Background: an optimization exercise with open tools, aiming at small area and a short achievable clock period. Do not read the settings as production practice.
RTL that was checked went through simulation tests only; none was proved equivalent to the original.
Power figures rest on the tool's default switching activity, not on a simulated workload.

Setup of main:
==> module y86_dmem_dec, before the edit <==
module y86_dmem_dec (
    input  logic [4:0]  a,
    output logic [19:0] sel
);
    logic [3:0] lo_n;
    logic [5:0] hi_n;
    for (genvar j = 0; j < 4; j++) begin : g_lo
        assign lo_n[j] = ~(a[1:0] == 2'(j));
    end
    for (genvar k = 0; k < 6; k++) begin : g_hi
        assign hi_n[k] = ~(a[4:2] == 3'(k));
    end
    for (genvar i = 0; i < 20; i++) begin : g_sel
        y86_dmem_nor2 u_n (.a(lo_n[(i + 1) % 4]), .b(hi_n[(i + 1) / 4]), .y(sel[i]));
    end
endmodule
==> module y86_data_mem, before the edit <==
module y86_data_mem (
    input  logic        clk,
    input  logic        res,
    input  logic        req,
    input  logic        read,
    input  logic        write,
    input  logic [63:0] addr,
    input  logic [63:0] data,
    output logic        ready,
    output logic        done,
    output logic [63:0] valM,
    output logic        memerr,
    output logic        err_sticky,
    input  logic [63:0] dbg_addr,
    output logic [63:0] dbg_data
);
    logic [20*64-1:0] mem_q, mem_d;
    logic        ready_q, done_q, memerr_q, err_sticky_q;
    logic [4:0]  cnt_q;     
    logic [4:0]  ridx_q;    
    logic        a_hi0, in_range, op_err, wr_ok, rd_ok;
    assign a_hi0    = ~|addr[63:5];
    assign in_range = a_hi0 && (addr[4:0] != 5'd0) && (addr[4:0] <= 5'd20);
    assign op_err   = (read & write) | ((read | write) & ~in_range);
    assign wr_ok    = write & ~read & in_range;
    assign rd_ok    = read & ~write & in_range;
    logic        wr_go, ld;
    logic [4:0]  wa;
    logic [19:0] wsel, we, hold;
    assign wr_go = ready_q & req & wr_ok;
    assign ld    = wr_go | ~ready_q;
    assign wa    = ready_q ? addr[4:0] : cnt_q;
    y86_dmem_dec u_wdec (.a(wa), .sel(wsel));
    for (genvar i = 0; i < 20; i++) begin : g_ent
        assign we[i]   = wr_go & wsel[i];
        assign hold[i] = ~(ld & wsel[i]);
        y86_dmem_wrmux u_wr (
            .we(we[i]), .hold(hold[i]), .wd(data), .q(mem_q[64*i +: 64]), .d(mem_d[64*i +: 64])
        );
    end
    always_ff @(posedge clk) mem_q <= mem_d;
    always_ff @(posedge clk or posedge res) begin
        if (res) begin
            ready_q <= 1'b0;
            cnt_q   <= 5'd1;
        end else begin
            cnt_q   <= cnt_q + 5'd1;
            if (cnt_q == 5'd20) ready_q <= 1'b1;
        end
    end
    always_ff @(posedge clk or posedge res) begin
        if (res) begin
            done_q       <= 1'b0;
            memerr_q     <= 1'b0;
            err_sticky_q <= 1'b0;
            ridx_q       <= 5'd0;
        end else begin
            done_q <= req & ready_q;
            if (req & ready_q) begin
                memerr_q     <= op_err;
                err_sticky_q <= err_sticky_q | op_err;
                ridx_q       <= rd_ok ? addr[4:0] : 5'd0;
            end
        end
    end
    logic d_hi0;
    assign d_hi0 = ~|dbg_addr[63:5];
    for (genvar s = 0; s < 4; s++) begin : g_slice
        logic [19:0] dsel, rsel;
        y86_dmem_dec u_ddec (.a(dbg_addr[4:0]), .sel(dsel));
        y86_dmem_dec u_rdec (.a(ridx_q), .sel(rsel));
        for (genvar b = 16 * s; b < 16 * s + 16; b++) begin : g_bit
            logic [19:0] mb;
            for (genvar i = 0; i < 20; i++) begin : g_mb
                assign mb[i] = mem_q[64*i + b];
            end
            y86_dmem_rdbit_noen u_rd  (.sel(rsel), .d(mb), .q(valM[b]));
            y86_dmem_rdbit      u_dbg (.sel(dsel), .d(mb), .en(d_hi0), .q(dbg_data[b]));
        end
    end
    assign ready      = ready_q;
    assign done       = done_q;
    assign memerr     = memerr_q;
    assign err_sticky = err_sticky_q;
endmodule
Settings: LEC_CHECK=0, CAP_MARGIN=20, CORE_MARGIN=2, CORE_UTILIZATION=40, CTS_CLUSTER_DIAMETER=80, CTS_CLUSTER_SIZE=25, SETUP_SLACK_MARGIN=2.0, SLEW_MARGIN=20, SYNTH_HIERARCHICAL=1, TNS_END_PERCENT=10; clock period 6.0 ns.
standard.sh (not shown) runs the stock make flow with config.mk's settings and CLKGATE_MAP_FILE= SYNTH_SCRIPT=/design/flow/synth_recipe.tcl, a recipe that flattens the netlist after the stock synthesis.
==> flow/flow/run.sh <==
#!/bin/bash
# Standard synthesis and layout, with small port buffers, Yosys/ABC's buffers removed
# before placement (repair_design re-buffers what needs it), and timing repair free to
# resize gates across footprints.
set -euo pipefail
bash standard.sh \
  'BUFFER_PORTS_ARGS=-buffer_cell sky130_fd_sc_hd__buf_1' \
  REMOVE_ABC_BUFFERS=1 \
  MATCH_CELL_FOOTPRINT=0 \
  finish > standard.log 2>&1
main has completed all stages; timing, DRC and antenna checks passed.
Edits applied to the flow inputs when going from main to the feature branch:
--- a/flow/design.v
+++ b/flow/design.v
@@ -4,23 +4,37 @@
     output logic y
 );
     assign y = ~(a | b);
 endmodule
+module y86_dmem_predec (
+    input  logic [4:0] a,
+    output logic [3:0] lo_n,
+    output logic [5:0] hi_n
+);
+    for (genvar j = 0; j < 4; j++) begin : g_lo
+        assign lo_n[j] = ~(a[1:0] == 2'(j));
+    end
+    for (genvar k = 0; k < 6; k++) begin : g_hi
+        assign hi_n[k] = ~(a[4:2] == 3'(k));
+    end
+endmodule
+module y86_dmem_seldec (
+    input  logic [3:0]  lo_n,
+    input  logic [5:0]  hi_n,
+    output logic [19:0] sel
+);
+    for (genvar i = 0; i < 20; i++) begin : g_sel
+        y86_dmem_nor2 u_n (.a(lo_n[(i + 1) % 4]), .b(hi_n[(i + 1) / 4]), .y(sel[i]));
+    end
+endmodule
 module y86_dmem_dec (
     input  logic [4:0]  a,
     output logic [19:0] sel
 );
     logic [3:0] lo_n;
     logic [5:0] hi_n;
-    for (genvar j = 0; j < 4; j++) begin : g_lo
-        assign lo_n[j] = ~(a[1:0] == 2'(j));
-    end
-    for (genvar k = 0; k < 6; k++) begin : g_hi
-        assign hi_n[k] = ~(a[4:2] == 3'(k));
-    end
-    for (genvar i = 0; i < 20; i++) begin : g_sel
-        y86_dmem_nor2 u_n (.a(lo_n[(i + 1) % 4]), .b(hi_n[(i + 1) / 4]), .y(sel[i]));
-    end
+    y86_dmem_predec u_p (.a(a), .lo_n(lo_n), .hi_n(hi_n));
+    y86_dmem_seldec u_s (.lo_n(lo_n), .hi_n(hi_n), .sel(sel));
 endmodule
 module y86_dmem_aoi222 (
     input  logic a1, a2, b1, b2, c1, c2,
     output logic y
@@ -85,9 +99,10 @@
 );
     logic [20*64-1:0] mem_q, mem_d;
     logic        ready_q, done_q, memerr_q, err_sticky_q;
     logic [4:0]  cnt_q;     
-    logic [4:0]  ridx_q;    
+    logic [3:0]  rlo_n_q;
+    logic [5:0]  rhi_n_q;
     logic        a_hi0, in_range, op_err, wr_ok, rd_ok;
     assign a_hi0    = ~|addr[63:5];
     assign in_range = a_hi0 && (addr[4:0] != 5'd0) && (addr[4:0] <= 5'd20);
     assign op_err   = (read & write) | ((read | write) & ~in_range);
@@ -116,29 +131,34 @@
             cnt_q   <= cnt_q + 5'd1;
             if (cnt_q == 5'd20) ready_q <= 1'b1;
         end
     end
+    logic [3:0]  alo_n;
+    logic [5:0]  ahi_n;
+    y86_dmem_predec u_apre (.a(addr[4:0]), .lo_n(alo_n), .hi_n(ahi_n));
     always_ff @(posedge clk or posedge res) begin
         if (res) begin
             done_q       <= 1'b0;
             memerr_q     <= 1'b0;
             err_sticky_q <= 1'b0;
-            ridx_q       <= 5'd0;
+            rlo_n_q      <= '1;
+            rhi_n_q      <= '1;
         end else begin
             done_q <= req & ready_q;
             if (req & ready_q) begin
                 memerr_q     <= op_err;
                 err_sticky_q <= err_sticky_q | op_err;
-                ridx_q       <= rd_ok ? addr[4:0] : 5'd0;
+                rlo_n_q      <= alo_n;
+                rhi_n_q      <= rd_ok ? ahi_n : 6'h3f;
             end
         end
     end
     logic d_hi0;
     assign d_hi0 = ~|dbg_addr[63:5];
     for (genvar s = 0; s < 4; s++) begin : g_slice
         logic [19:0] dsel, rsel;
         y86_dmem_dec u_ddec (.a(dbg_addr[4:0]), .sel(dsel));
-        y86_dmem_dec u_rdec (.a(ridx_q), .sel(rsel));
+        y86_dmem_seldec u_rdec (.lo_n(rlo_n_q), .hi_n(rhi_n_q), .sel(rsel));
         for (genvar b = 16 * s; b < 16 * s + 16; b++) begin : g_bit
             logic [19:0] mb;
             for (genvar i = 0; i < 20; i++) begin : g_mb
                 assign mb[i] = mem_q[64*i + b];
Global-route wire length before repair: main vs the feature branch — no meaningful difference. Per the comparison of the feature branch with main, net switching component of the power went down; number of standard cells in the layout, taps in and fillers out went down; vias after detailed routing went down. The feature branch carries more flip-flops than main. Compared with main, the feature branch is more frugal on power. Between the feature branch and main, it is the feature branch whose total number of cells along the worst setup path is lower, by 2. On total standard cell area after synthesis, main and the feature branch are basically level. Going from main to the feature branch, count of inserted antenna diode cells fell 1, maximum frequency fell about 1.8%, final critical-path required period rose 0.082 ns, final net count fell about 2.5%, total number of multi-input combinational cells fell 18. Summary: with main as the reference, combined area of the multi-input logic cells in the feature branch moved down slightly.
The RTL of the feature branch was laid out without a check of its function.

re-timing with driven ports:
The flow's constraints put no driver on any port. The routed layouts listed below were extracted and timed again, unchanged, in two steps. Step 1: set_driving_cell puts a clkbuf_16 on clk and a buf_2 on each other input, an assumption about the parent block. Step 2 times the ports against the registers' clock, not the clock port: input delays grow and output delays shrink by t, the midpoint of the rising clock arrivals with the driver on. Three values: ideal, step 1, step 2; two values: the first two.
| run | shift t [ns] | slack for setup (ns) | hold slack, ns | worst setup path at the end |
|---|---|---|---|---|
| main | 0.766 | 1.466 / 1.404 / 1.248 | 0.499 / 0.454 / 0.499 | input to register |
| the feature branch | 0.802 | 1.384 / 1.163 / 0.999 | 0.507 / 0.507 / 0.507 | input to register |
After both steps setup and hold are still met in every run listed. For the feature branch, which loses most, drivers alone change the setup slack by -0.221 ns; drivers and shift together by -0.385 ns.
